From an optimization exercise on the open Yosys and OpenROAD flow, aimed at small area, a short achievable clock period and few clock cycles; shortcuts taken in it are not production practice. Function was checked by simulation only, so behaviour that the tests miss may differ from the original.

## design/flow/config.mk

```make
export PLATFORM = sky130hd
export DESIGN_NAME = camera_smooth_approach
export DESIGN_NICKNAME = camera_smooth_approach
export VERILOG_FILES = /design/flow/design.v
export SDC_FILE = /design/flow/constraint.sdc
export NUM_CORES = 4
export LEC_CHECK = 0
export CAP_MARGIN = 20
export CORE_MARGIN = 2
export CORE_UTILIZATION = 50
export SETUP_SLACK_MARGIN = 2.5
export SLEW_MARGIN = 20
```

## design/flow/constraint.sdc

```tcl
create_clock -name core_clock -period 9.0 [get_ports {clk}]
set_input_delay 1.8000 -clock core_clock [delete_from_list [all_inputs] [get_ports {clk}]]
set_output_delay 1.8000 -clock core_clock [all_outputs]
set_load 0.01 [all_outputs]
```

## design/flow/design.v

```verilog
package csa_pkg;
	localparam logic [1:0] OP_TICK   = 2'd0;
	localparam logic [1:0] OP_TARGET = 2'd1;
	localparam logic [1:0] OP_EFFECT = 2'd2;
	localparam logic [2:0] REG_MIN_X = 3'd0;
	localparam logic [2:0] REG_MAX_X = 3'd1;
	localparam logic [2:0] REG_MIN_Y = 3'd2;
	localparam logic [2:0] REG_MAX_Y = 3'd3;
	localparam logic [2:0] REG_MIN_Z = 3'd4;
	localparam logic [2:0] REG_MAX_Z = 3'd5;
	localparam int US_BITS  = 20;
	localparam int DEN_BITS = 22;
	localparam logic [31:0] BOUND_LO_RST = 32'h8000_0000;
	localparam logic [31:0] BOUND_HI_RST = 32'h7FFF_FFFF;
	typedef struct packed {
		logic       load;
		logic       div_start;
		logic       div_sel;
		logic       m_load;
		logic       rate_set;
		logic       rate_div;
		logic       mul_en;
		logic [3:0] step;
		logic       clamp;
		logic       snap;
		logic       finish;
		logic       out_load;
	} cmd_t;
	typedef struct packed {
		logic op_tick;
		logic us_zero;
		logic m_zero;
		logic div_done;
	} sts_t;
endpackage
module csa_add #(
	parameter int W = 8
) (
	input  logic [W-1:0] a,
	input  logic [W-1:0] b,
	input  logic         cin,
	output logic [W-1:0] sum,
	output logic         cout
);
	localparam int L = $clog2(W + 1);
	logic [L:0][W:0] g, p;
	assign g[0] = {a & b, cin};
	assign p[0] = {a ^ b, 1'b0};
	for (genvar l = 0; l < L; l++) begin : g_lvl
		for (genvar i = 0; i <= W; i++) begin : g_bit
			if (i >= (1 << l)) begin : g_op
				assign g[l+1][i] = g[l][i] | (p[l][i] & g[l][i - (1 << l)]);
				assign p[l+1][i] = p[l][i] & p[l][i - (1 << l)];
			end else begin : g_pass
				assign g[l+1][i] = g[l][i];
				assign p[l+1][i] = p[l][i];
			end
		end
	end
	assign sum  = p[0][W:1] ^ g[L][W-1:0];
	assign cout = g[L][W];
endmodule
module csa_div4 (
	input  logic [19:0] rem,
	input  logic [19:0] d,
	input  logic [21:0] d3,
	input  logic [3:0]  nb,
	output logic [3:0]  q,
	output logic [19:0] rem_n
);
	logic [2:0][19:0] r;
	assign r[0] = rem;
	for (genvar k = 0; k < 2; k++) begin : g_step
		logic [21:0] trial, e1, e2, e3;
		logic        ge1, ge2, ge3;
		assign trial = {r[k], nb[3-2*k], nb[2-2*k]};
		csa_add #(.W(22)) u_s1 (.a(trial), .b(~{2'b0, d}), .cin(1'b1), .sum(e1), .cout(ge1));
		csa_add #(.W(22)) u_s2 (.a(trial), .b(~{1'b0, d, 1'b0}), .cin(1'b1), .sum(e2), .cout(ge2));
		csa_add #(.W(22)) u_s3 (.a(trial), .b(~d3), .cin(1'b1), .sum(e3), .cout(ge3));
		assign q[3-2*k -: 2] = ge3 ? 2'd3 : ge2 ? 2'd2 : ge1 ? 2'd1 : 2'd0;
		assign r[k+1] = ge3 ? e3[19:0] : ge2 ? e2[19:0] : ge1 ? e1[19:0] : trial[19:0];
	end
	assign rem_n = r[2];
endmodule
import csa_pkg::*;
module camera_smooth_approach #(
	parameter int FRAC_BITS  = 16,
	parameter int COORD_BITS = 32
) (
	input  logic                         clk,
	input  logic                         arst_n,
	input  logic                         cfg_we,
	input  logic [2:0]                   cfg_idx,
	input  logic [31:0]                  cfg_data,
	input  logic                         in_valid,
	output logic                         in_ready,
	input  logic [1:0]                   op,
	input  logic [19:0]                  elapsed_us,
	input  logic signed [COORD_BITS-1:0] pos_x,
	input  logic signed [COORD_BITS-1:0] pos_y,
	input  logic signed [COORD_BITS-1:0] pos_z,
	input  logic signed [COORD_BITS-1:0] end_x,
	input  logic signed [COORD_BITS-1:0] end_y,
	input  logic signed [COORD_BITS-1:0] end_z,
	output logic                         out_valid,
	input  logic                         out_ready,
	output logic signed [COORD_BITS-1:0] cam_x_out,
	output logic signed [COORD_BITS-1:0] cam_y_out,
	output logic signed [COORD_BITS-1:0] cam_z_out,
	output logic                         bounced,
	output logic                         arrived,
	output logic [2:0]                   phase_out
);
	localparam logic [20:0] N_MEGA = 21'd1000000;
	localparam logic [20:0] N_FAST = 21'd163840;
	localparam logic [20:0] N_SLOW = 21'd21845;
	localparam logic [20:0] N_ZERO = 21'd15603;
	localparam logic [1:0] F_IDLE = 2'd0;
	localparam logic [1:0] F_ONE  = 2'd1;
	localparam logic [1:0] F_TWO  = 2'd2;
	logic [2:0][31:0] cam_q, tgt_q, ws_q, we_q, lo_q, hi_q;
	logic [2:0]       ph_q;
	logic       ov_q, pend_q, oth_q;
	logic             nt_v;
	logic [1:0]       nt_op;
	logic [2:0][31:0] nt_p, nt_e;
	logic             b_old, f_old;    
	logic       res_bnc_q, res_arr_q;
	logic [2:0] res_ph_q;
	logic        a_v;
	logic [2:0]  a_cnt;
	logic [19:0] a_rem, a_d, a_q;
	logic        a_uz, a_big1, a_big3;
	logic [2:0]  a_c2f, a_c2s;
	logic [3:0]  a_nb;
	logic [21:0] a_d3;
	logic        a_acc;
	logic        b_v, b_full, b_spec;
	logic [2:0]  b_cnt;
	logic [1:0]  b_n;
	logic [19:0] b_rem, b_d;
	logic        b_uz, b_big1, b_big3;
	logic [2:0]  b_c2f;
	logic [3:0]  b_nb;
	logic [21:0] b_d3;
	logic [2:0][47:0] hs_q, hc_q;
	logic [2:0][32:0] hg_q;
	logic [3:0]  hp0, hp1;
	logic [1:0]  hn;
	logic        h_first;
	logic [1:0]  f_st;
	logic        f_full, f_lv;
	logic [3:0]  f_last;
	logic        there_q;
	assign out_valid = ov_q;
	assign cam_x_out = cam_q[0];
	assign cam_y_out = cam_q[1];
	assign cam_z_out = cam_q[2];
	assign bounced   = res_bnc_q;
	assign arrived   = res_arr_q;
	assign phase_out = res_ph_q;
	function automatic logic [20:0] nconst(input logic [1:0] n);
		case (n)
			2'd0:    nconst = N_MEGA;
			2'd1:    nconst = N_FAST;
			2'd2:    nconst = N_SLOW;
			default: nconst = N_ZERO;
		endcase
	endfunction
	function automatic logic [3:0] nbits(input logic [1:0] n, input logic [2:0] c);
		logic [23:0] nk;
		nk = {3'd0, nconst(n)};
		case (c)
			3'd1:    nbits = nk[3:0];
			3'd2:    nbits = nk[7:4];
			3'd3:    nbits = nk[11:8];
			3'd4:    nbits = nk[15:12];
			3'd5:    nbits = nk[19:16];
			3'd6:    nbits = nk[23:20];
			default: nbits = 4'd0;
		endcase
	endfunction
	function automatic logic [19:0] rem0(input logic [1:0] n, input logic [2:0] c);
		logic [20:0] nk;
		nk = nconst(n);
		case (c)
			3'd1:    rem0 = 20'(nk >> 4);
			3'd2:    rem0 = 20'(nk >> 8);
			3'd3:    rem0 = 20'(nk >> 12);
			3'd4:    rem0 = 20'(nk >> 16);
			3'd5:    rem0 = 20'(nk >> 20);
			default: rem0 = 20'd0;
		endcase
	endfunction
	function automatic logic [2:0] cyc1(input logic [4:0] b);
		if (b >= 5'd16)      cyc1 = 3'd1;
		else if (b >= 5'd12) cyc1 = 3'd2;
		else if (b >= 5'd8)  cyc1 = 3'd3;
		else if (b >= 5'd4)  cyc1 = 3'd4;
		else                 cyc1 = 3'd5;
	endfunction
	function automatic logic [5:0] cyc2(input logic [4:0] b, input logic [1:0] f);
		case ({b, f})
			7'd0: cyc2 = {3'd2, 3'd2};
			7'd4: cyc2 = {3'd2, 3'd2};
			7'd6: cyc2 = {3'd2, 3'd2};
			7'd8: cyc2 = {3'd2, 3'd2};
			7'd9: cyc2 = {3'd2, 3'd2};
			7'd10: cyc2 = {3'd2, 3'd2};
			7'd11: cyc2 = {3'd2, 3'd2};
			7'd12: cyc2 = {3'd2, 3'd2};
			7'd13: cyc2 = {3'd2, 3'd2};
			7'd14: cyc2 = {3'd2, 3'd2};
			7'd15: cyc2 = {3'd2, 3'd2};
			7'd16: cyc2 = {3'd2, 3'd2};
			7'd17: cyc2 = {3'd2, 3'd2};
			7'd18: cyc2 = {3'd2, 3'd2};
			7'd19: cyc2 = {3'd2, 3'd2};
			7'd20: cyc2 = {3'd2, 3'd2};
			7'd21: cyc2 = {3'd2, 3'd2};
			7'd22: cyc2 = {3'd2, 3'd2};
			7'd23: cyc2 = {3'd2, 3'd2};
			7'd24: cyc2 = {3'd2, 3'd2};
			7'd25: cyc2 = {3'd2, 3'd2};
			7'd26: cyc2 = {3'd2, 3'd2};
			7'd27: cyc2 = {3'd2, 3'd2};
			7'd28: cyc2 = {3'd2, 3'd2};
			7'd29: cyc2 = {3'd2, 3'd2};
			7'd30: cyc2 = {3'd2, 3'd2};
			7'd31: cyc2 = {3'd2, 3'd2};
			7'd32: cyc2 = {3'd2, 3'd2};
			7'd33: cyc2 = {3'd2, 3'd2};
			7'd34: cyc2 = {3'd2, 3'd2};
			7'd35: cyc2 = {3'd2, 3'd2};
			7'd36: cyc2 = {3'd2, 3'd2};
			7'd37: cyc2 = {3'd2, 3'd2};
			7'd38: cyc2 = {3'd2, 3'd2};
			7'd39: cyc2 = {3'd2, 3'd2};
			7'd40: cyc2 = {3'd2, 3'd2};
			7'd41: cyc2 = {3'd2, 3'd2};
			7'd42: cyc2 = {3'd3, 3'd2};
			7'd43: cyc2 = {3'd3, 3'd2};
			7'd44: cyc2 = {3'd3, 3'd2};
			7'd45: cyc2 = {3'd3, 3'd2};
			7'd46: cyc2 = {3'd3, 3'd2};
			7'd47: cyc2 = {3'd3, 3'd2};
			7'd48: cyc2 = {3'd3, 3'd2};
			7'd49: cyc2 = {3'd3, 3'd2};
			7'd50: cyc2 = {3'd3, 3'd2};
			7'd51: cyc2 = {3'd3, 3'd2};
			7'd52: cyc2 = {3'd3, 3'd2};
			7'd53: cyc2 = {3'd3, 3'd3};
			7'd54: cyc2 = {3'd3, 3'd3};
			7'd55: cyc2 = {3'd3, 3'd3};
			7'd56: cyc2 = {3'd3, 3'd3};
			7'd57: cyc2 = {3'd4, 3'd3};
			7'd58: cyc2 = {3'd4, 3'd3};
			7'd59: cyc2 = {3'd4, 3'd3};
			7'd60: cyc2 = {3'd4, 3'd3};
			7'd61: cyc2 = {3'd4, 3'd3};
			7'd62: cyc2 = {3'd4, 3'd3};
			7'd63: cyc2 = {3'd4, 3'd3};
			7'd64: cyc2 = {3'd4, 3'd3};
			7'd65: cyc2 = {3'd4, 3'd3};
			7'd66: cyc2 = {3'd4, 3'd3};
			7'd67: cyc2 = {3'd4, 3'd3};
			7'd68: cyc2 = {3'd4, 3'd3};
			7'd69: cyc2 = {3'd4, 3'd4};
			7'd70: cyc2 = {3'd4, 3'd4};
			7'd71: cyc2 = {3'd4, 3'd4};
			7'd72: cyc2 = {3'd4, 3'd4};
			7'd73: cyc2 = {3'd5, 3'd4};
			7'd74: cyc2 = {3'd5, 3'd4};
			7'd75: cyc2 = {3'd5, 3'd4};
			7'd76: cyc2 = {3'd5, 3'd4};
			7'd77: cyc2 = {3'd5, 3'd4};
			7'd78: cyc2 = {3'd5, 3'd4};
			7'd79: cyc2 = {3'd5, 3'd4};
			default: cyc2 = {3'd6, 3'd5};
		endcase
	endfunction
	function automatic logic [2:0] pn4(input logic [2:0] p, input logic there);
		case (p)
			3'd1:    pn4 = 3'd2;
			3'd2:    pn4 = there ? 3'd3 : 3'd2;
			3'd3:    pn4 = 3'd4;
			3'd4:    pn4 = there ? 3'd0 : 3'd4;
			default: pn4 = 3'd0;
		endcase
	endfunction
	function automatic logic [95:0] csa3(input logic [47:0] x, input logic [47:0] y,
			input logic [47:0] z);
		csa3 = {x ^ y ^ z, ((x & y) | (x & z) | (y & z)) << 1};
	endfunction
	function automatic logic [95:0] hred(input logic [47:0] s, input logic [47:0] c,
			input logic [32:0] g, input logic two, input logic [3:0] qa, input logic [3:0] qb);
		logic [9:0][47:0] r;
		logic [47:0] ge;
		logic [47:0] a0, a1, a2, a3, a4, a5, a6, b0, b1, b2, b3, b4, b5;
		ge = {{15{g[32]}}, g};
		r[0] = two ? (s << 8) : (s << 4);
		r[1] = two ? (c << 8) : (c << 4);
		for (int i = 0; i < 4; i++) begin
			r[2+i] = qa[i] ? (two ? (ge << (4 + i)) : (ge << i)) : 48'd0;
			r[6+i] = (two && qb[i]) ? (ge << i) : 48'd0;
		end
		{a0, a1} = csa3(r[0], r[1], r[2]);
		{a2, a3} = csa3(r[3], r[4], r[5]);
		{a4, a5} = csa3(r[6], r[7], r[8]);
		a6 = r[9];
		{b0, b1} = csa3(a0, a1, a2);
		{b2, b3} = csa3(a3, a4, a5);
		b4 = a6;
		{a0, a1} = csa3(b0, b1, b2);
		{a2, a3} = csa3(a0, a1, b3);
		hred = csa3(a2, a3, b4);
	endfunction
	logic [3:0]  a_qb;
	logic [19:0] a_rem_n;
	csa_div4 u_da (.rem(a_rem), .d(a_d), .d3(a_d3), .nb(a_nb), .q(a_qb), .rem_n(a_rem_n));
	wire [19:0] a_q_n = {a_q[15:0], a_qb};
	logic [21:0] p_us3, a_m3;
	csa_add #(.W(22)) u_us3 (.a({2'b0, elapsed_us}), .b({1'b0, elapsed_us, 1'b0}), .cin(1'b0),
		.sum(p_us3), .cout());
	csa_add #(.W(22)) u_m3 (.a({2'b0, a_q}), .b({1'b0, a_q, 1'b0}), .cin(1'b0), .sum(a_m3), .cout());
	logic [4:0]  pb1;
	logic [2:0]  pc1;
	logic [1:0]  pf2;
	always_comb begin
		pb1 = 5'd0;
		for (int i = 0; i < 20; i++)
			if (elapsed_us[i]) pb1 = 5'(i);
		pc1 = cyc1(pb1);
		pf2 = 2'(({elapsed_us, 2'b00}) >> pb1);
	end
	wire p_uz   = elapsed_us == 20'd0;
	wire p_big1 = elapsed_us > 20'd1000000;
	wire p_big3 = elapsed_us >= 20'd333334;
	logic [3:0]  b_qb;
	logic [19:0] b_rem_n;
	csa_div4 u_db (.rem(b_rem), .d(b_d), .d3(b_d3), .nb(b_nb), .q(b_qb), .rem_n(b_rem_n));
	logic [2:0][31:0] f2_nt;
	logic [2:0][32:0] f2_dif;
	logic [2:0]       mt_c;
	logic [2:0]       f2_ge_lo, f2_ge_hi;
	logic [2:0][31:0] cam_c_q, cv;
	logic [2:0]       cam_ci;
	for (genvar a = 0; a < 3; a++) begin : g_f2
		csa_add #(.W(32)) u_cv (.a(cam_q[a]), .b(cam_c_q[a]), .cin(cam_ci[a]), .sum(cv[a]), .cout());
		csa_add #(.W(32)) u_lo (.a({~cv[a][31], cv[a][30:0]}), .b(~{~lo_q[a][31], lo_q[a][30:0]}),
			.cin(1'b1), .sum(), .cout(f2_ge_lo[a]));
		csa_add #(.W(32)) u_hi (.a({~hi_q[a][31], hi_q[a][30:0]}), .b(~{~cv[a][31], cv[a][30:0]}),
			.cin(1'b1), .sum(), .cout(f2_ge_hi[a]));
		csa_add #(.W(33)) u_df (.a({f2_nt[a][31], f2_nt[a]}), .b(~{cv[a][31], cv[a]}),
			.cin(1'b1), .sum(f2_dif[a]), .cout());
	end
	logic [2:0][31:0] cam_f, tgt_f;
	logic [2:0]       p_c;
	logic             match_c, bnc_c;
	always_comb begin
		logic [31:0] nt;
		logic        cl, ch, sn;
		logic [32:0] dif;
		match_c = 1'b1;
		bnc_c   = 1'b0;
		for (int a = 0; a < 3; a++) begin
			case (ph_q)
				3'd1:    nt = ws_q[a];
				3'd3:    nt = we_q[a];
				default: nt = tgt_q[a];
			endcase
			f2_nt[a] = nt;
			cl  = !f2_ge_lo[a];
			ch  = !f2_ge_hi[a];
			dif = f2_dif[a];
			sn  = (dif[32:9] == 24'd0 && dif[8:0] <= 9'd327) ||
			      (dif[32:9] == 24'hFFFFFF && dif[8:0] >= 9'd185);
			if (cl) begin
				cam_f[a] = lo_q[a];
				tgt_f[a] = lo_q[a];
			end else if (ch) begin
				cam_f[a] = hi_q[a];
				tgt_f[a] = hi_q[a];
			end else begin
				cam_f[a] = sn ? nt : cv[a];
				tgt_f[a] = nt;
			end
			mt_c[a] = cl | ch | sn;
			match_c = match_c & (cl | ch | sn);
			bnc_c   = bnc_c | cl | ch;
		end
		p_c = match_c ? 3'd0 : pn4(ph_q, there_q);
	end
	wire cam_eq_tgt = cam_q == tgt_q;
	wire f_idle = f_st == F_IDLE;
	wire f_one  = f_st == F_ONE;
	wire f_two  = f_st == F_TWO;
	wire f1_go  = f_one && !(ov_q && !out_ready);
	wire h_cons    = b_v && !b_full && hn != 2'd0 && f_idle && !(nt_v && !b_old);
	wire b_iter    = b_v && b_cnt != 3'd0 && !(hn == 2'd2 && !h_cons);
	wire b_done    = b_v && (b_full || b_cnt == 3'd0 || (b_cnt == 3'd1 && b_iter));
	wire b_to_f    = b_done && !pend_q && !(nt_v && !b_old) && (f_idle || (f_two && b_full));
	wire b_take    = !b_v || (b_to_f && f_idle);
	wire hand      = a_v && a_acc && a_cnt == 3'd0 && b_take;
	wire rdy_tick  = a_v && !a_acc;
	wire rdy_oth   = oth_q && !pend_q && !nt_v && !(a_v && a_acc);
	assign in_ready = rdy_tick || rdy_oth;
	wire is_tick  = op == 2'd0;
	wire acc_tick = in_valid && rdy_tick;
	wire acc_oth  = in_valid && rdy_oth;
	wire apply    = nt_v && !(b_v && b_old) && (f_idle || (f_two && nt_op != 2'd1));
	wire b_fix = f_two && b_v && b_spec && match_c;
	logic        s_slow, s_full, s_spec;
	logic [1:0]  s_n;
	logic [2:0]  s_c;
	logic [19:0] s_rem, s_d, s_m;
	logic [21:0] s_d3;
	logic        s_uz, s_big1, s_big3;
	logic [2:0]  s_c2f, s_c2s;
	always_comb begin
		logic prev;
		if (b_fix) begin
			s_uz   = b_uz;
			s_big1 = b_big1;
			s_big3 = b_big3;
			s_c2f  = b_c2f;
			s_c2s  = 3'd0;
			s_m    = b_d;
			s_d3   = b_d3;
			s_slow = 1'b0;
			prev   = 1'b0;
		end else begin
			s_uz   = a_uz;
			s_big1 = a_big1;
			s_big3 = a_big3;
			s_c2f  = a_c2f;
			s_c2s  = a_c2s;
			s_m    = a_q;
			s_d3   = a_m3;
			prev   = b_v || f_one;
			if (nt_v && nt_op != 2'd3) begin
				s_slow = 1'b0;
				prev   = 1'b0;
			end else if (f_two)
				s_slow = p_c >= 3'd2;
			else if (prev)
				s_slow = pn4(ph_q, cam_eq_tgt) >= 3'd2;
			else
				s_slow = ph_q >= 3'd2;
		end
		s_full = s_big1 || (!s_slow && (s_uz || s_big3));
		s_spec = prev && s_slow && !s_full;
		if (s_slow && s_uz) begin
			s_n   = 2'd3;
			s_c   = 3'd4;
			s_d   = 20'd1;
			s_d3  = 22'd3;
			s_rem = 20'd0;
		end else if (s_slow) begin
			s_n   = 2'd2;
			s_c   = s_c2s;
			s_d   = s_m;
			s_rem = rem0(2'd2, s_c2s);
		end else begin
			s_n   = 2'd1;
			s_c   = s_c2f;
			s_d   = s_m;
			s_rem = rem0(2'd1, s_c2f);
		end
		if (s_full) s_c = 3'd0;
	end
	wire b_setup = hand || b_fix;
	logic [2:0][32:0] g_c;
	logic [2:0][47:0] f1_t0, f1_t1;
	logic [2:0]       f1_c16;
	for (genvar a = 0; a < 3; a++) begin : g_ax
		logic [31:0] gt;
		logic [32:0] gp;
		assign gt = nt_p[a];
		csa_add #(.W(33)) u_g (.a({gt[31], gt}), .b(~{cam_q[a][31], cam_q[a]}), .cin(1'b1), .sum(gp), .cout());
		assign g_c[a] = f_two ? (mt_c[a] ? 33'd0 : f2_dif[a]) : gp;
		csa_add #(.W(16)) u_mv (.a(f1_t0[a][15:0]), .b(f1_t1[a][15:0]), .cin(1'b0), .sum(), .cout(f1_c16[a]));
	end
	logic [2:0][47:0] hs_n, hc_n;
	logic [2:0][31:0] cam_mv, cam_mc;
	logic [2:0]       cam_mi;
	always_comb begin
		logic [47:0] s, c, s0, c0, r0, t0, t1, sum;
		logic [32:0] g;
		for (int a = 0; a < 3; a++) begin
			if (f_one) begin
				s0 = hs_q[a];
				c0 = hc_q[a];
				g  = hg_q[a];
			end else begin
				s0 = h_first ? 48'd0 : hs_q[a];
				c0 = h_first ? 48'd0 : hc_q[a];
				g  = hg_q[a];
			end
			{s, c} = hred(s0, c0, g, !f_one && hn == 2'd2, f_one ? f_last : hp0, hp1);
			hs_n[a] = s;
			hc_n[a] = c;
			if (f_one && !f_lv)
				{s, c} = {hs_q[a], hc_q[a]};
			r0  = {cam_q[a], hg_q[a][32] ? 16'hFFFF : 16'h0000};
			t0  = r0 ^ s ^ c;
			t1  = ((r0 & s) | (r0 & c) | (s & c)) << 1;
			f1_t0[a] = t0;
			f1_t1[a] = t1;
			cam_mv[a] = f_full ? tgt_q[a] : t0[47:16];
			cam_mc[a] = f_full ? 32'd0 : t1[47:16];
			cam_mi[a] = !f_full && f1_c16[a];
		end
	end
	always_ff @(posedge clk or negedge arst_n) begin
		if (!arst_n) begin
			ov_q   <= 1'b0;
			pend_q <= 1'b0;
			oth_q  <= 1'b0;
			nt_v   <= 1'b0;
			b_old  <= 1'b0;
			f_old  <= 1'b0;
			a_v    <= 1'b0;
			a_acc  <= 1'b0;
			b_v    <= 1'b0;
			hn     <= 2'd0;
			f_st   <= F_IDLE;
		end else begin
			if (f_two) begin
				ov_q <= 1'b1;
			end else if (pend_q && (!ov_q || out_ready)) begin
				ov_q   <= 1'b1;
				pend_q <= 1'b0;
			end else if (out_ready) begin
				ov_q <= 1'b0;
			end
			if (apply)
				pend_q <= 1'b1;
			if (acc_oth)
				nt_v <= 1'b1;
			else if (apply)
				nt_v <= 1'b0;
			if (b_to_f)
				f_old <= acc_oth || b_old;
			else if (f_two)
				f_old <= 1'b0;
			else if (acc_oth)
				f_old <= !f_idle;
			if (b_setup && !b_fix)
				b_old <= 1'b0;
			else if (acc_oth)
				b_old <= b_v && !b_to_f;
			else if (b_to_f)
				b_old <= 1'b0;
			oth_q  <= in_valid && !is_tick && !acc_oth;
			if (!a_v || hand) begin
				a_v   <= in_valid && is_tick;
				a_acc <= 1'b0;
			end else if (acc_tick) begin
				a_acc <= 1'b1;
			end else if (!a_acc && !in_valid) begin
				a_v <= 1'b0;
			end
			if (b_setup)
				b_v <= 1'b1;
			else if (b_to_f)
				b_v <= 1'b0;
			if (b_setup || b_to_f)
				hn <= 2'd0;
			else
				hn <= (h_cons ? 2'd0 : hn) + (b_iter ? 2'd1 : 2'd0);
			case (f_st)
				F_ONE:   if (f1_go) f_st <= F_TWO;
				default: f_st <= b_to_f ? F_ONE : F_IDLE;
			endcase
		end
	end
	always_ff @(posedge clk) begin
		if (!a_v || hand) begin
			a_cnt  <= (p_uz || p_big1) ? 3'd0 : pc1;
			a_nb   <= nbits(2'd0, pc1);
			a_rem  <= rem0(2'd0, pc1);
			a_d    <= elapsed_us;
			a_d3   <= p_us3;
			a_q    <= 20'd0;
			a_uz   <= p_uz;
			a_big1 <= p_big1;
			a_big3 <= p_big3;
			{a_c2f, a_c2s} <= cyc2(pb1, pf2);
		end else if (a_cnt != 3'd0) begin
			a_cnt <= a_cnt - 3'd1;
			a_nb  <= nbits(2'd0, a_cnt - 3'd1);
			a_rem <= a_rem_n;
			a_q   <= a_q_n;
		end
		if (b_setup) begin
			b_n    <= s_n;
			b_cnt  <= s_c;
			b_nb   <= nbits(s_n, s_c);
			b_rem  <= s_rem;
			b_d    <= s_d;
			b_d3   <= s_d3;
			b_full <= s_full;
			b_spec <= s_spec;
			b_uz   <= s_uz;
			b_big1 <= s_big1;
			b_big3 <= s_big3;
			b_c2f  <= s_c2f;
		end else begin
			if (b_iter) begin
				b_cnt <= b_cnt - 3'd1;
				b_nb  <= nbits(b_n, b_cnt - 3'd1);
				b_rem <= b_rem_n;
			end
			if (f_two)
				b_spec <= 1'b0;
		end
		if (b_setup || b_to_f)
			h_first <= 1'b1;
		else if (h_cons)
			h_first <= 1'b0;
		if (h_cons) begin
			hs_q <= hs_n;
			hc_q <= hc_n;
		end
		if (h_cons || hn == 2'd0)
			hp0 <= b_qb;
		else if (hn == 2'd1)
			hp1 <= b_qb;
		if (b_to_f) begin
			f_full <= b_full;
			f_lv   <= b_iter;
			f_last <= b_qb;
		end
		if (f_one)
			there_q <= cam_eq_tgt;
		if (f1_go) begin
			cam_c_q <= cam_mc;
			cam_ci  <= cam_mi;
		end
		if (f_two) begin
			res_bnc_q <= bnc_c;
			res_arr_q <= match_c;
			res_ph_q  <= p_c;
		end else if (pend_q && (!ov_q || out_ready)) begin
			res_bnc_q <= 1'b0;
			res_arr_q <= cam_eq_tgt;
			res_ph_q  <= ph_q;
		end
		if (acc_oth) begin
			nt_op <= op;
			nt_p  <= {pos_z, pos_y, pos_x};
			nt_e  <= {end_z, end_y, end_x};
		end
		if (apply && nt_op == 2'd2) begin
			ws_q <= nt_p;
			we_q <= nt_e;
		end
	end
	always_ff @(posedge clk or negedge arst_n) begin
		if (!arst_n) begin
			for (int a = 0; a < 3; a++) begin
				cam_q[a] <= 32'd0;
				tgt_q[a] <= 32'd0;
				lo_q[a]  <= 32'h8000_0000;
				hi_q[a]  <= 32'h7FFF_FFFF;
			end
			ph_q <= 3'd0;
			hg_q <= '0;
		end else begin
			if (f_two || (apply && nt_op == 2'd1))
				hg_q <= g_c;
			if (cfg_we) begin
				case (cfg_idx)
					3'd0: lo_q[0] <= cfg_data;
					3'd1: hi_q[0] <= cfg_data;
					3'd2: lo_q[1] <= cfg_data;
					3'd3: hi_q[1] <= cfg_data;
					3'd4: lo_q[2] <= cfg_data;
					3'd5: hi_q[2] <= cfg_data;
					default: ;
				endcase
			end
			if (f1_go)
				cam_q <= cam_mv;
			if (f_two) begin
				cam_q <= cam_f;
				tgt_q <= tgt_f;
				ph_q  <= p_c;
			end
			if (apply) begin
				if (nt_op == 2'd1) begin
					tgt_q <= nt_p;
					ph_q  <= 3'd0;
				end else if (nt_op == 2'd2) begin
					ph_q <= 3'd1;
				end
			end
		end
	end
endmodule
```

## design/flow/run.sh

```bash
#!/bin/bash
# synth_recipe.tcl (not shown) runs the flow's synth.tcl, then flattens the netlist and writes it again
# the make line also repeats each setting of config.mk as NAME=value (left out here)
make -C /OpenROAD-flow-scripts/flow DESIGN_CONFIG=/design/flow/config.mk WORK_HOME=/design/flow/orfs CLKGATE_MAP_FILE= SYNTH_SCRIPT=/design/flow/synth_recipe.tcl finish
```

==> notes.md, run 1 <==
- The die is between 500 and 600 um wide.
- Yosys mapped a number of flops with a built-in enable equal to about 940.
- In the synthesized netlist the dominant register cell turns out to be sky130_fd_sc_hd__edfxtp_1.
- The share of final-layout standard cells stronger than drive strength 1 is between 10% and 20%.
- In this run the tightest slew margin relative to its limit is between 9 and 10%.
- The type of the most critical hold path is reg2reg.
- The global-route wire length before repair is around 780 mm.
- The total vias in the final route is approximately 120k.
- The most used routing layer is met2.
- Setup total negative slack on the finished layout was measured at 0 ps.
- Setup repair after global routing could not meet its margin everywhere.
- The root buffer cell chosen for the clock tree is sky130_fd_sc_hd__clkbuf_16.
- In this run, CTS created clock tree buffers numbering between 150 and 200.
- The floorplan step set the die height to 517.2 um.
- For this run, the number of Yosys warnings is 1.
- In this run the worst path has a maximum fanout of 4.
- For this run, the register share of the synthesized area comes to approximately 31%.
- The count of unique library cells instantiated by Yosys is 124.
- Based on the critical path, the design can be clocked at up to roughly 120 MHz.
- By instance count, the cell type seen most on the critical path is sky130_fd_sc_hd__buf_6.
- The area growth from synthesis to layout is 21.33%.
- The die covers approximately 270000 sq um.
- Data on the critical path is required at its endpoint by ~9600 ps.
- The shortest clock period the worst path allows after layout is a little over 8000 ps.
- The global routing usage on met1 is 53.80%.
- The fraction of synthesis flops using an asynchronous set or reset pin is about 34%.
- Global routing used between 30% and 40% of the available tracks.
- The maximum number of pins on one net before global-route repair is ~150.
- The violation count after the first detailed-routing iteration is roughly 14000.
- The average wire length per cell after detail routing is slightly below 30 um.
- The layout has ~22000 filler cells.
- Clock tree synthesis found a total of 1457 sinks.
- The met2 usage in global routing is 57.12%.
- The type of destination of the critical path is a flip-flop.
- The total I/O pin count is 357.
- The routed design has roughly 540 mm of wire.
- The average size of a mapped cell is between 9 and 10 sq um.
- The category of the worst setup path launch point is a flip-flop.
- The synthesized design spends more area on one cell type than any other, namely sky130_fd_sc_hd__edfxtp_1.
- The number of buffers and inverters on the critical path is 9.
- Setup violations remaining at the end of the flow were counted as 0.
- The initial antenna violation count is 42.
- The cell family contributing the most delay on the critical path is compound AO/OA/AOI/OAI gates.
- The final RePlAce weighted congestion is around 1.0.
- The placed wire-length estimate after detailed placement is between 400 and 500 mm.
- In the finished design, the share of the clock period the worst path needs comes to approximately nine tenths.
- For this design, the slowest cell found on the critical path is sky130_fd_sc_hd__dfrtp_2.
- Input and output buffers added on the ports amount to 356.
- For the pin with the worst max-slew slack, the measured transition is 1341 ps.
- The via count of the first global-routing pass is approximately 110k.
- The count of mapped cells out of synthesis is 14029.
- In this run the number of H-tree levels came out at 4.
- The startpoint-to-endpoint class of the critical path is reg2reg.
- The detail route stage leaves a number of antenna-violating nets equal to 0.
- In this run the cell area of the synthesized design comes to between 100000 and 150000 sq um.
- By count the netlist is led by sky130_fd_sc_hd__nand2_1 (1788), sky130_fd_sc_hd__inv_1 (1470), sky130_fd_sc_hd__fa_1 (1106), sky130_fd_sc_hd__o21ai_0 (978), sky130_fd_sc_hd__nor2_1 (950).
- The tool flagged a number of max-cap violations equal to 0.
- The TritonCTS clock tree is built.
- Clock-pin slew was measured on the worst setup and hold paths at about 60 ps.
- By area the synthesized netlist is led by sky130_fd_sc_hd__edfxtp_1 (21%), sky130_fd_sc_hd__fa_1 (17%), sky130_fd_sc_hd__ha_1 (8.5%).
- The run finished with no timing, DRC or antenna violations.
- The max-slew violation count is 0.
- After floorplanning, the core was divided into ~190 placement rows.
- Counting flops and latches in the post-synthesis netlist gives roughly 1500.
- The post-synthesis net count is between 15000 and 20000.
- For this configuration, the core starts out at a cell density of 50.25%.
- Clock latency on the worst-skew pair, taken at its later pin, is 920 ps.
- After detailed routing, the number of remaining DRC violations is 0.
- The net count of the finished layout is about 17000.
- The fraction of met3 tracks used by global routing is 10.91%.
- The via-per-instance ratio is approximately 6.3.
- The total area inside the core boundary comes to 262000 sq um.
- The most common cell in the synthesized netlist is sky130_fd_sc_hd__nand2_1.
- Data arrives at the worst endpoint at slightly below 9000 ps.
- For the final database, setup skew stands at 91.32 ps.
- The count of TritonRoute iterations in the first routing pass is 9.
- The remaining global-route overflow is 0.
- The final hold violation count came to 0.
- The largest stage delay on the critical path is about 460 ps.
- The deepest clock path buffer count is 4.
- The top cell type's share of synthesized area is around a fifth.
==> registers in the layout (all words and copies together), names as in the netlist, 19 cells and up <==
signal	count
ws_q	96
a_q	20
lo_q	96
a_rem	20
cam_c_q	96
a_d	19
nt_p	96
cam_q	96
hc_q	135
hg_q	99
hs_q	144
b_d	19
b_rem	20
a_d3	22
we_q	96
nt_e	96
tgt_q	96
b_d3	22
hi_q	96
==> metal layers <==
layer / vias to the layer above / share of wire (%) / wire length (um)
met5: - / 0.018 / 96
met4: 16 / 7.0 / 37940
met3: 1215 / 11 / 61200
met2: 6230 / 42 / 227300
met1: 57840 / 40 / 217700
li1: 50406 / - / -
==> final timing paths <==
check / depth (start not counted) / end / slack, ps / start
min in group asynchronous: 1 / cam_q[27] / 890 / arst_n
worst min register to register: 0 / we_q[17] / 370 / nt_e[17]
max in group asynchronous: 3 / lo_q[47] / 6330 / arst_n
worst max register to register: 40 / res_ph_q[1] / 960 / cam_q[32]
worst max-delay path: 40 / res_ph_q[1] / 960 / cam_q[32]
worst min-delay path: 0 / we_q[17] / 370 / nt_e[17]
==> worst reg2reg max path, delay by kind of cell, from the launching register on <==
family / cells / cell delay (ps)
buffers and inverters: 9 / 1110
AO/OA/AOI/OAI: 16 / 3320
AND/OR/NAND/NOR: 11 / 1860
adder cells (fa/ha/maj): 2 / 730
flip-flops: 1 / 460
XOR/XNOR: 1 / 170
multiplexers: 1 / 90
==> kinds of logic after synthesis <==
logic type,count (synthesis),synth area share (%)
AO/OA/AOI/OAI,3296,15.91
XOR/XNOR,460,3.076
adder cells (fa/ha/maj),2006,25.36
buffers and inverters,2109,6.046
flip-flops,1457,31.27
multiplexers,429,3.473
AND/OR/NAND/NOR,4272,14.87
==> final cells by class <==
| class | count | area, sq um | area share (%) |
|---|---|---|---|
| flip-flops and latches | 1457 | 41190 | 25.79 |
| multi-input cells | 10472 | 89620 | 56.10 |
| clock buffers | 231 | 4873 | 3.051 |
| inverters | 1475 | 5583 | 3.495 |
| repair buffers | 1226 | 12960 | 8.112 |
| well taps | 3515 | 4398 | 2.753 |
| clock inverters | 96 | 1046 | 0.6548 |
| diodes | 30 | 75.07 | 0.04699 |
==> metrics by stage <==
stage | util, % | setup slack [ps] | hold slack [ps] | instances | cell area [sq um]
floorplan | - | 1627 | 400.3 | 14029 | 132700
global placement | 53.70 | 467.6 | 401.0 | 17554 | 140700
detailed placement | 53.71 | 387.3 | 404.5 | 17555 | 140700
CTS | 58.71 | 1055 | 372.1 | 18241 | 153800
global route | 60.94 | 696.7 | 375.0 | 18482 | 159700
finish | 60.96 | 957.2 | 373.7 | 18502 | 159800
==> cells in the final DEF (no fill, tap or decap), drive strengths merged, types with 128 or more instances in the layout <==
cell type	count
clkdlybuf4s50	354
mux2i	236
and3	402
dfrtp	402
a21oi	825
nand3	186
xnor2	275
or3	136
xor2	184
o21ai	997
nor2	955
inv	1494
ha	897
fa	1106
nand2	1789
buf	849
a21o	139
mux2	191
edfxtp	938
nor3	230
o21a	174
nor2b	128
clkbuf	245
==> what timing repair did <==
action | CTS | global route
setup endpoints to repair | 566 | 475
gates cloned | 44 | 15
gates resized for setup | 804 | 862
setup buffers | 315 | 213
pin swaps | 357 | 437
hold buffers | 0 | 0
Testbench counts, summed over its fixed seeds: cycles 5,019.
==> inputs of run 2 (changes only) <==
--- a/design/flow/design.v
+++ b/design/flow/design.v
@@ -410,64 +410,74 @@
 	wire acc_oth  = in_valid && rdy_oth;
 	wire apply    = nt_v && !(b_v && b_old) && (f_idle || (f_two && nt_op != 2'd1));
 	wire b_fix = f_two && b_v && b_spec && match_c;
+	function automatic logic [71:0] setup(input logic slow, input logic uz, input logic big1,
+			input logic big3, input logic [2:0] c2f, input logic [2:0] c2s,
+			input logic [19:0] m, input logic [21:0] m3);
+		logic        full;
+		logic [1:0]  n;
+		logic [2:0]  c;
+		logic [19:0] rem, d;
+		logic [21:0] d3;
+		full = big1 || (!slow && (uz || big3));
+		d    = m;
+		d3   = m3;
+		if (slow && uz) begin
+			n   = 2'd3;
+			c   = 3'd4;
+			d   = 20'd1;
+			d3  = 22'd3;
+			rem = 20'd0;
+		end else if (slow) begin
+			n   = 2'd2;
+			c   = c2s;
+			rem = rem0(2'd2, c2s);
+		end else begin
+			n   = 2'd1;
+			c   = c2f;
+			rem = rem0(2'd1, c2f);
+		end
+		if (full) c = 3'd0;
+		setup = {full, n, c, rem, d, d3, nbits(n, c)};
+	endfunction
 	logic        s_slow, s_full, s_spec;
 	logic [1:0]  s_n;
 	logic [2:0]  s_c;
-	logic [19:0] s_rem, s_d, s_m;
+	logic [19:0] s_rem, s_d;
 	logic [21:0] s_d3;
+	logic [3:0]  s_nb;
 	logic        s_uz, s_big1, s_big3;
-	logic [2:0]  s_c2f, s_c2s;
+	logic [2:0]  s_c2f;
 	always_comb begin
-		logic prev;
+		logic        prev;
+		logic [71:0] pk_f, pk_s, pk_x;
+		pk_f = setup(1'b0, a_uz, a_big1, a_big3, a_c2f, a_c2s, a_q, a_m3);
+		pk_s = setup(1'b1, a_uz, a_big1, a_big3, a_c2f, a_c2s, a_q, a_m3);
+		pk_x = setup(1'b0, b_uz, b_big1, b_big3, b_c2f, 3'd0, b_d, b_d3);
+		prev = b_v || f_one;
+		if (nt_v && nt_op != 2'd3) begin
+			s_slow = 1'b0;
+			prev   = 1'b0;
+		end else if (f_two)
+			s_slow = p_c >= 3'd2;
+		else if (prev)
+			s_slow = pn4(ph_q, cam_eq_tgt) >= 3'd2;
+		else
+			s_slow = ph_q >= 3'd2;
 		if (b_fix) begin
+			{s_full, s_n, s_c, s_rem, s_d, s_d3, s_nb} = pk_x;
 			s_uz   = b_uz;
 			s_big1 = b_big1;
 			s_big3 = b_big3;
 			s_c2f  = b_c2f;
-			s_c2s  = 3'd0;
-			s_m    = b_d;
-			s_d3   = b_d3;
-			s_slow = 1'b0;
-			prev   = 1'b0;
+			s_spec = 1'b0;
 		end else begin
+			{s_full, s_n, s_c, s_rem, s_d, s_d3, s_nb} = s_slow ? pk_s : pk_f;
 			s_uz   = a_uz;
 			s_big1 = a_big1;
 			s_big3 = a_big3;
 			s_c2f  = a_c2f;
-			s_c2s  = a_c2s;
-			s_m    = a_q;
-			s_d3   = a_m3;
-			prev   = b_v || f_one;
-			if (nt_v && nt_op != 2'd3) begin
-				s_slow = 1'b0;
-				prev   = 1'b0;
-			end else if (f_two)
-				s_slow = p_c >= 3'd2;
-			else if (prev)
-				s_slow = pn4(ph_q, cam_eq_tgt) >= 3'd2;
-			else
-				s_slow = ph_q >= 3'd2;
-		end
-		s_full = s_big1 || (!s_slow && (s_uz || s_big3));
-		s_spec = prev && s_slow && !s_full;
-		if (s_slow && s_uz) begin
-			s_n   = 2'd3;
-			s_c   = 3'd4;
-			s_d   = 20'd1;
-			s_d3  = 22'd3;
-			s_rem = 20'd0;
-		end else if (s_slow) begin
-			s_n   = 2'd2;
-			s_c   = s_c2s;
-			s_d   = s_m;
-			s_rem = rem0(2'd2, s_c2s);
-		end else begin
-			s_n   = 2'd1;
-			s_c   = s_c2f;
-			s_d   = s_m;
-			s_rem = rem0(2'd1, s_c2f);
+			s_spec = prev && s_slow && !s_full;
 		end
-		if (s_full) s_c = 3'd0;
 	end
 	wire b_setup = hand || b_fix;
 	logic [2:0][32:0] g_c;
@@ -596,7 +606,7 @@
 		if (b_setup) begin
 			b_n    <= s_n;
 			b_cnt  <= s_c;
-			b_nb   <= nbits(s_n, s_c);
+			b_nb   <= s_nb;
 			b_rem  <= s_rem;
 			b_d    <= s_d;
 			b_d3   <= s_d3;
--- a/design/flow/config.mk
+++ b/design/flow/config.mk
@@ -7,6 +7,6 @@
 export LEC_CHECK = 0
 export CAP_MARGIN = 20
 export CORE_MARGIN = 2
-export CORE_UTILIZATION = 50
-export SETUP_SLACK_MARGIN = 2.5
+export CORE_UTILIZATION = 40
+export SETUP_SLACK_MARGIN = 1.5
 export SLEW_MARGIN = 20
==> run 2 against run 1 <==
Die area rose by 24%. Fmax increased by 2.0%. Highest routed layer unchanged. Critical endpoint is now a_rem[9]. Still clean. First-iteration DRC count down 17%.
==> notes.md, run 2 <==
- The cell depth of the worst setup path is 34 (-15%).
- The measured slew at the worst slew-check pin is 1243 ps (-97.66 ps).
- The worst register-to-register path begins at a_nb[0].
- The post-route antenna net violation count is 0 (unchanged).
- The xor-xnor portion of the synthesized cell area is 3.622% (+0.55 points).
- The count of non-filler cells in the finished layout was 18692 (+1.0%).
- The synthesized-area fraction occupied by ao, oa, aoi and oai cells is 15.09% (-0.82 points).
- The final RePlAce weighted congestion was 0.9695 (-4.0%).
- The setup slack of the most critical reg-to-reg path came to 1120 ps (+160 ps).
- The remaining global-route overflow was 0 (unchanged).
- The placeable core region came to 326600 sq um (+25%).
- The shortest clock period the worst path allows after layout came to 7882 ps (-160.4 ps).
- The library cell with the highest instance count after synthesis is sky130_fd_sc_hd__nand2_1.
- The number of input and output port buffers inserted came to 356 (unchanged).
- The largest stage delay on the critical path was 500 ps (+40 ps).
- The initial antenna violation count came to 51 (+21%).
- The maximum level of the CTS H-tree is 4 (unchanged).
- The cell count after placement is 18144 (+3.4%).
- The number of register bits inferred by synthesis came to 1457 (unchanged).
- The largest total area in the synthesized netlist belongs to sky130_fd_sc_hd__edfxtp_1.
- The share of final-layout standard cells stronger than drive strength 1 is 9.816% (-7.3 points).
- Ranked by instance count, the synthesized netlist is headed by sky130_fd_sc_hd__nand2_1 (1949), sky130_fd_sc_hd__inv_1 (1400), sky130_fd_sc_hd__fa_1 (1106), sky130_fd_sc_hd__edfxtp_1 (938), sky130_fd_sc_hd__o21ai_0 (907).
- STA classifies the critical path endpoint as a flip-flop.
- The placed cell area came to 139800 sq um (-0.66%).
- The starting utilization of the core area is 40.09% (-10 points).
- In the final layout, the registers with the most flip-flops are hs_q x144, hc_q x135, hg_q x99.
- The most instantiated flip-flop cell in the synthesis netlist is sky130_fd_sc_hd__edfxtp_1.
- The total I/O pin count was 357 (unchanged).
- The fmax came to 126.9 MHz (+2.0%).
- The total vias in the final route is 108068 (-6.6%).
- The deepest clock path buffer count came to 4 (unchanged).
- The die extent in x came to 576.2 um (+11%).
- The share of the clock period used by the worst path after layout is 87.58% (-1.8 points).
- The count of TritonRoute iterations in the first routing pass is 6 (-3).
- The setup clock skew after layout was 54.28 ps (-37.04 ps).
- The top cell type's share of synthesized area is 21.51% (+0.12 points).
- The number of max-cap violations was 0 (unchanged).
- The total negative slack came to 0 ps (unchanged).
- The height of the die is 576.2 um (+11%).
- The sequential cell area fraction in the yosys report is 31.44% (+0.17 points).
- The highest net fanout along the worst path is 6 (+2).
- In the layout the commonest cells are sky130_fd_sc_hd__nand2_1 (1936), sky130_fd_sc_hd__inv_1 (1388), sky130_fd_sc_hd__fa_1 (1104).
- The number of buffers added by the clock tree synthesis step is 175 (-1.7%).
- The maximum number of pins on one net before global-route repair was 146 (unchanged).
- The worst setup path is of the reg2reg kind.
- The final instance area is 150200 sq um (-6.0%).
- The final hold violation count is 0 (unchanged).
- The full die area is 332000 sq um (+24%).
- The register containing the most flip-flops in the final layout is hs_q.
- The count of mapped cells out of synthesis was 13849 (-1.3%).
- The worst-skew pair later-pin latency was 910 ps (about the same).
- The post-synthesis net count is 16106 (-1.1%).
- The worst path buffer plus inverter count was 3 (-6).
- In this run the worst hold path is classified as reg2reg.
- The count of flip-flops with a built-in enable after synthesis is 938 (unchanged).
- The count of warnings emitted by yosys is 1 (unchanged).
- The fraction of synthesis flops using an asynchronous set or reset pin came to 34.18% (unchanged).
- The share of cell area taken by muxes after synthesis is 3.620% (+0.15 points).
- By area the synthesized netlist is led by sky130_fd_sc_hd__edfxtp_1 (22%), sky130_fd_sc_hd__fa_1 (17%), sky130_fd_sc_hd__ha_1 (8.6%).
- The number of remaining DRC errors is 0 (unchanged).
- The final count of negative-setup-slack endpoints came to 0 (unchanged).
- The final hold slack was 412.8 ps (+39.07 ps).
- The first element of the critical path is a_nb[0].
- The average size of a mapped cell is 9.455 sq um (+0.74%).
- The adder and majority cell fraction of the synthesized area is 25.57% (+0.20 points).
- The flow ran to the end and the layout has no timing, DRC or antenna violations.
- Among all stages on the critical path, the largest delay is contributed by sky130_fd_sc_hd__or4_4.
- The clock-pin transition on the worst setup and hold timing paths is 60 ps (about the same).
- The net total in the final layout is 16423 (-3.8%).
- The global-route wire length before repair is 711.8 mm (-8.6%).
- The endpoint arrival time on the critical path is 8480 ps (-160 ps).
- The average wire length per cell after detail routing is 26.04 um (-11%).
- TritonCTS built the clock tree.
- The count of unique library cells instantiated by Yosys is 120 (-3.2%).
- The headroom to the max-slew limit was 16.83% (+7.2 points).
- The floorplan row count is 210 (+12%).
- The area growth from synthesis to layout is 14.74%.
- The cell seen most often among critical-path stages is sky130_fd_sc_hd__o21a_1.
- The max-slew violation count is 0 (unchanged).
- The end-of-flow core utilization is 46.00% (-15 points).
- The sink count of the clock tree is 1457 (unchanged).
- The critical register-to-register path endpoint is a_rem[9].
- The commonest non-fill, non-tap cell in the layout is sky130_fd_sc_hd__nand2_1.
- The data required time at the worst endpoint was 9600 ps (about the same).
- The tree is rooted in a sky130_fd_sc_hd__clkbuf_16.
- The cell area after synthesis came to 130900 sq um (-0.55%).
- The placed wire-length estimate after detailed placement came to 370.5 mm (-8.6%).
- The total of fill cells in the finished design is 31077 (+40%).
- The final routed wirelength across all metal layers was 486.7 mm (-11%).
- The via-per-instance ratio came to 5.782 (-7.6%).
- The number of flip-flops under the largest register name is 144 (unchanged).
- STA classifies the critical path startpoint as a flip-flop.
- The total global routing track utilization was 28.72% (-11 points).
- By area, the combinational part of the netlist is dominated by adder cells.
- The worst setup path endpoint is a_rem[9].
- The fraction of the mapped netlist area in simple logic gates is 14.83% (-0.043 points).
- The count of cells along the worst register-to-register path was 34 (-15%).
- The via count of the first global-routing pass is 105012 (-7.1%).
- Setup repair after global routing could not meet its margin everywhere.
- The kind of cell adding the most delay to the critical path is compound AO/OA/AOI/OAI gates.
- The violation count after the first detailed-routing iteration is 11290 (-17%).
-- run 2: cell count changes after synthesis, moves of 64 or more --
cell / before / now
sky130_fd_sc_hd__inv_1: 1470 / 1400
sky130_fd_sc_hd__a21oi_1: 823 / 740
sky130_fd_sc_hd__nand2_1: 1788 / 1949
sky130_fd_sc_hd__o21ai_0: 978 / 907
sky130_fd_sc_hd__mux2i_1: 234 / 313
sky130_fd_sc_hd__a21o_1: 138 / 202
sky130_fd_sc_hd__nor2_1: 950 / 847
-- run 2: final cells by class --
cell class / count / area [sq um] / area share [%]
inverter: 1402 / 5296 / 3.525
tap: 4346 / 5438 / 3.619
sequential: 1457 / 41190 / 27.41
clock buffer: 221 / 4757 / 3.166
antenna: 33 / 82.58 / 0.05496
clock inverter: 103 / 1318 / 0.8769
timing repair buffer: 761 / 7476 / 4.976
multi-input combinational: 10369 / 84690 / 56.37
-- run 2: how the worst min path moves through the flow --
stage,start,to,slack [ps],cells past startpoint
2_1_floorplan,nt_e[0],we_q[0],400,0
3_3_place_gp,nt_e[89],we_q[89],400,0
3_5_place_dp,nt_e[12],we_q[12],400,0
4_1_cts,nt_e[7],we_q[7],420,0
5_1_grt,nt_e[7],we_q[7],420,0
6_report,nt_e[7],we_q[7],410,0
-- run 2: cells by family after synthesis --
group | count (synthesis)
compound gates | 3096
flops | 1457
simple gates | 4267
xor+xnor | 540
fa+ha+maj | 2014
mux | 450
buf+inv | 2025
-- run 2: what timing repair did --
| item | CTS | global route |
|---|---|---|
| buffers inserted | 74 | 95 |
| gates cloned | 5 | 16 |
| gates resized for setup | 205 | 350 |
| setup endpoints to repair | 317 | 358 |
| hold buffers | 0 | 0 |
| pin swaps | 66 | 130 |
-- run 2: stage by stage --
step	setup WS, ps
2_1_floorplan	1131
3_3_place_gp	329.2
3_5_place_dp	281.5
4_1_cts	1125
5_1_grt	844.5
6_report	1118
-- run 2: layer usage --
metal / part of all wire, % / routed length, um / up-vias / track usage (%)
met3: 9.5 / 46280 / 840 / 5.973
met2: 44 / 212400 / 4966 / 43.52
li1: - / - / 48644 / -
met5: 0.046 / 226 / - / 0
met4: 5.6 / 27260 / 28 / 13.71
met1: 41 / 200500 / 53590 / 39.18
Testbench counts of run 2, summed over its fixed seeds: cycles 5,019.
==> inputs of run 3 (changes only) <==
--- a/design/flow/config.mk
+++ b/design/flow/config.mk
@@ -8,5 +8,5 @@
 export CAP_MARGIN = 20
 export CORE_MARGIN = 2
 export CORE_UTILIZATION = 40
-export SETUP_SLACK_MARGIN = 1.5
+export SETUP_SLACK_MARGIN = 1.0
 export SLEW_MARGIN = 20
==> run 3 against run 2 <==
Clock-buffer cell count is 14 higher. Largest cell class unchanged. First-iteration DRC count grew 4.8%. Clock skew grew 16 ps. Critical path depth decreased by 1. Design area decreased by 1.9%. Die area did not move. Final cell count is 0.53% lower. Fmax increased by 0.28%.
==> notes.md, run 3 <==
- The smallest setup slack after layout was 1140 ps (+22.07 ps).
- The sink count of the clock tree was 1457 (unchanged).
- The endpoint arrival time on the critical path is 8480 ps (about the same).
- The worst slack at placement is 259.6 ps (-21.85 ps).
- The cell count after placement came to 18167 (+0.13%).
- TritonCTS built the clock tree.
- The violation count after the first detailed-routing iteration came to 11832 (+4.8%).
- The floorplan row count was 210 (unchanged).
- The sequential cell area fraction in the yosys report is 31.44% (unchanged).
- The count of unique library cells instantiated by Yosys was 120 (unchanged).
- The end-of-flow core utilization was 45.14% (-0.86 points).
- The total vias in the final route is 107758 (-0.29%).
- hs_q holds more flip-flops than any other register.
- The number of hold-repair buffers added at the cts stage was 0 (unchanged).
- The final hold slack is 392.4 ps (-20.43 ps).
- The total I/O pin count came to 357 (unchanged).
- The measured slew at the worst slew-check pin is 1370 ps (+127.1 ps).
- The final hold violation count came to 0 (unchanged).
- The category of the worst setup path launch point is a flip-flop.
- After synthesis, the cell types taking the most area are sky130_fd_sc_hd__edfxtp_1 (22%), sky130_fd_sc_hd__fa_1 (17%), sky130_fd_sc_hd__ha_1 (8.6%).
- The via count of the first global-routing pass was 104130 (-0.84%).
- The total negative slack is 0 ps (unchanged).
- The fraction of synthesis flops using an asynchronous set or reset pin is 34.18% (unchanged).
- The number of remaining DRC errors came to 0 (unchanged).
- The height of the die was 576.2 um (unchanged).
- The headroom to the max-slew limit is 8.638% (-8.2 points).
- The die extent in x was 576.2 um (unchanged).
- The clock-pin transition on the worst setup and hold timing paths was 60 ps (about the same).
- In this run the worst hold path is classified as reg2reg.
- The worst-skew pair later-pin latency was 920 ps (about the same).
- The run finished with no timing, DRC or antenna violations.
- The combined area of the multi-input logic cells was 83410 sq um (-1.5%).
- The cell accounting for the most synthesized area is sky130_fd_sc_hd__edfxtp_1.
- The area growth from synthesis to layout is 12.58%.
- The final instance area is 147400 sq um (-1.9%).
- The full die area is 332000 sq um (unchanged).
- The share of the clock period used by the worst path after layout came to 87.34% (-0.25 points).
- In the synthesized netlist the dominant register cell turns out to be sky130_fd_sc_hd__edfxtp_1.
- Leaving out fill and tap cells, the most frequent cell in the layout is sky130_fd_sc_hd__nand2_1.
- The deepest clock path buffer count was 4 (unchanged).
- The count of flip-flops with a built-in enable after synthesis is 938 (unchanged).
- The maximum level of the CTS H-tree is 4 (unchanged).
- The highest net fanout along the worst path came to 26 (+20).
- The largest registers in the layout are hs_q x144, hc_q x135, hg_q x99.
- The share of final-layout standard cells stronger than drive strength 1 is 7.700% (-2.1 points).
- The max-slew violation count is 0 (unchanged).
- The top cell type's share of synthesized area is 21.51% (unchanged).
- The count of non-filler cells in the finished layout is 18593 (-0.53%).
- The total of fill cells in the finished design came to 31263 (+0.60%).
- The post-route antenna net violation count was 0 (unchanged).
- The net total in the final layout is 16318 (-0.64%).
- The remaining global-route overflow is 0 (unchanged).
- The library cells used most frequently in the layout, excluding fill and tap cells, are sky130_fd_sc_hd__nand2_1 (1939), sky130_fd_sc_hd__inv_1 (1391), sky130_fd_sc_hd__fa_1 (1106).
- The data required time at the worst endpoint is 9620 ps (+20 ps).
- The number of buffers added by the clock tree synthesis step is 177 (+1.1%).
- The number of max-cap violations is 0 (unchanged).
- The placed wire-length estimate after detailed placement is 373.1 mm (+0.71%).
- The total global routing track utilization came to 28.68% (-0.040 points).
- The placeable core region was 326600 sq um (unchanged).
- The commonest cells after synthesis are sky130_fd_sc_hd__nand2_1 (1949), sky130_fd_sc_hd__inv_1 (1400), sky130_fd_sc_hd__fa_1 (1106), sky130_fd_sc_hd__edfxtp_1 (938), sky130_fd_sc_hd__o21ai_0 (907).
- The final routed wirelength across all metal layers is 482.4 mm (-0.89%).
- The final RePlAce weighted congestion is 0.9624 (-0.73%).
- The via-per-instance ratio was 5.796 (+0.24%).
- The sequential standard cell area is 41180 sq um (about the same).
- The post-synthesis net count was 16106 (unchanged).
- The library cell with the highest instance count after synthesis is sky130_fd_sc_hd__nand2_1.
- The average wire length per cell after detail routing is 25.95 um (-0.36%).
- The number of input and output port buffers inserted is 356 (unchanged).
- The placed cell area is 140000 sq um (+0.11%).
- The number of flip-flops under the largest register name is 144 (unchanged).
- The slowest stage of the critical path belongs to the cell sky130_fd_sc_hd__or4_4.
- The setup clock skew after layout is 70.24 ps (+15.95 ps).
- The cell at the root of the clock tree is sky130_fd_sc_hd__clkbuf_16.
- The type of destination of the critical path is a flip-flop.
- The global-route wire length before repair is 710.4 mm (-0.20%).
- The fmax came to 127.2 MHz (+0.28%).
- The average size of a mapped cell is 9.455 sq um (unchanged).
- By instance count, the cell type seen most on the critical path is sky130_fd_sc_hd__o21a_1.
- The final count of negative-setup-slack endpoints was 0 (unchanged).
- The shortest clock period the worst path allows after layout is 7860 ps (-22.07 ps).
- The cell area after synthesis came to 130900 sq um (unchanged).
- The startpoint-to-endpoint class of the critical path is reg2reg.
- The initial antenna violation count came to 46 (-9.8%).
- The largest stage delay on the critical path is 440 ps (-60 ps).
- The count of mapped cells out of synthesis is 13849 (unchanged).
- The number of register bits inferred by synthesis is 1457 (unchanged).
- The count of warnings emitted by yosys is 1 (unchanged).
- The count of TritonRoute iterations in the first routing pass is 9 (+3).
- The starting utilization of the core area was 40.09% (unchanged).
- The maximum number of pins on one net before global-route repair is 153 (+4.8%).
- Setup repair after global routing could not meet its margin everywhere.
-- run 3: cell count changes in the layout (fill, tap and decap cells not counted), sizes merged, moves of 3 or more --
cell,delta
buf,-97
inv,+3
diode,+6
bufbuf,-3
bufinv,-15
clkbuf,+6
-- run 3: worst max-delay path, delay by kind of cell (launching register included) --
family                   cells  cell delay (ps)
AO/OA/AOI/OAI               20             4070
AND/OR/NAND/NOR              5             1620
buffers and inverters        5              830
adder cells (fa/ha/maj)      2              520
flip-flops                   1              410
multiplexers                 1              140
-- run 3: cell type report --
class | instances | area share (%)
multi-input combinational | 10369 | 56.58
tap | 4346 | 3.689
inverter | 1402 | 3.591
antenna | 39 | 0.06620
clock inverter | 91 | 0.6119
sequential | 1457 | 27.93
timing repair buffer | 654 | 4.177
clock buffer | 235 | 3.355
-- run 3: routing by layer --
layer / vias up / GRT usage, % / share of wire (%)
li1: 48505 / - / -
met1: 53421 / 39.38 / 42
met2: 4939 / 43.11 / 44
met3: 873 / 5.595 / 9.0
met4: 20 / 14.40 / 5.6
met5: - / 0 / 0.029
-- run 3: timing repair --
action,in CTS,in global routing
setup endpoints to repair,189,336
setup buffers,24,32
gates cloned,1,4
resized for setup,70,190
pin swaps,26,56
-- run 3: logic make-up after synthesis --
kind of cell	after synthesis	share of synthesized area [%]
buffers and inverters	2025	5.839
AOI/OAI and AO/OA	3096	15.09
xor gates and xnor gates	540	3.622
muxes	450	3.620
and+or+nand+nor	4267	14.83
DFF	1457	31.44
adders and majority gates	2014	25.57
-- run 3: worst paths after layout --
kind	startpoint	end	slack [ps]	cells past startpoint
setup / recovery	a_d3[0]	a_rem[6]	1140	33
hold reg to reg	nt_e[51]	we_q[51]	390	0
max in group asynchronous	arst_n	lo_q[39]	6140	3
setup reg to reg	a_d3[0]	a_rem[6]	1140	33
hold / removal	nt_e[51]	we_q[51]	390	0
min in group asynchronous	arst_n	lo_q[2]	840	1

==> static timing again, ports no longer ideal <==
Ports are ideal in the flow. The routed layouts listed here were re-timed in OpenROAD.
Step 1 (the two cells are an assumption about what drives the block):
set clk [get_ports {clk}]
set_driving_cell -lib_cell sky130_fd_sc_hd__clkbuf_16 $clk
set_driving_cell -lib_cell sky130_fd_sc_hd__buf_2 [delete_from_list [all_inputs] $clk]
Step 2 moves the port delays by t, midway between the first and last clock arrival at a register: inputs arrive t later, outputs are due t later. That takes back most of the time a late clock gives input paths.
Three values: no drivers, after step 1, after step 2; two values: the first two.
run	t (ns)	setup WS [ns]	slew at the worst register clock pin (ns)	worst slew at a driven data input, ns
run 1	0.981	0.957 / 0.957 / 0.957	0.07 / 0.07	0.14
run 2	0.990	1.118 / 1.118 / 1.118	0.07 / 0.07	0.22
run 3	0.996	1.140 / 1.140 / 1.140	0.07 / 0.07	0.20
After both steps setup and hold are still met in every run listed.
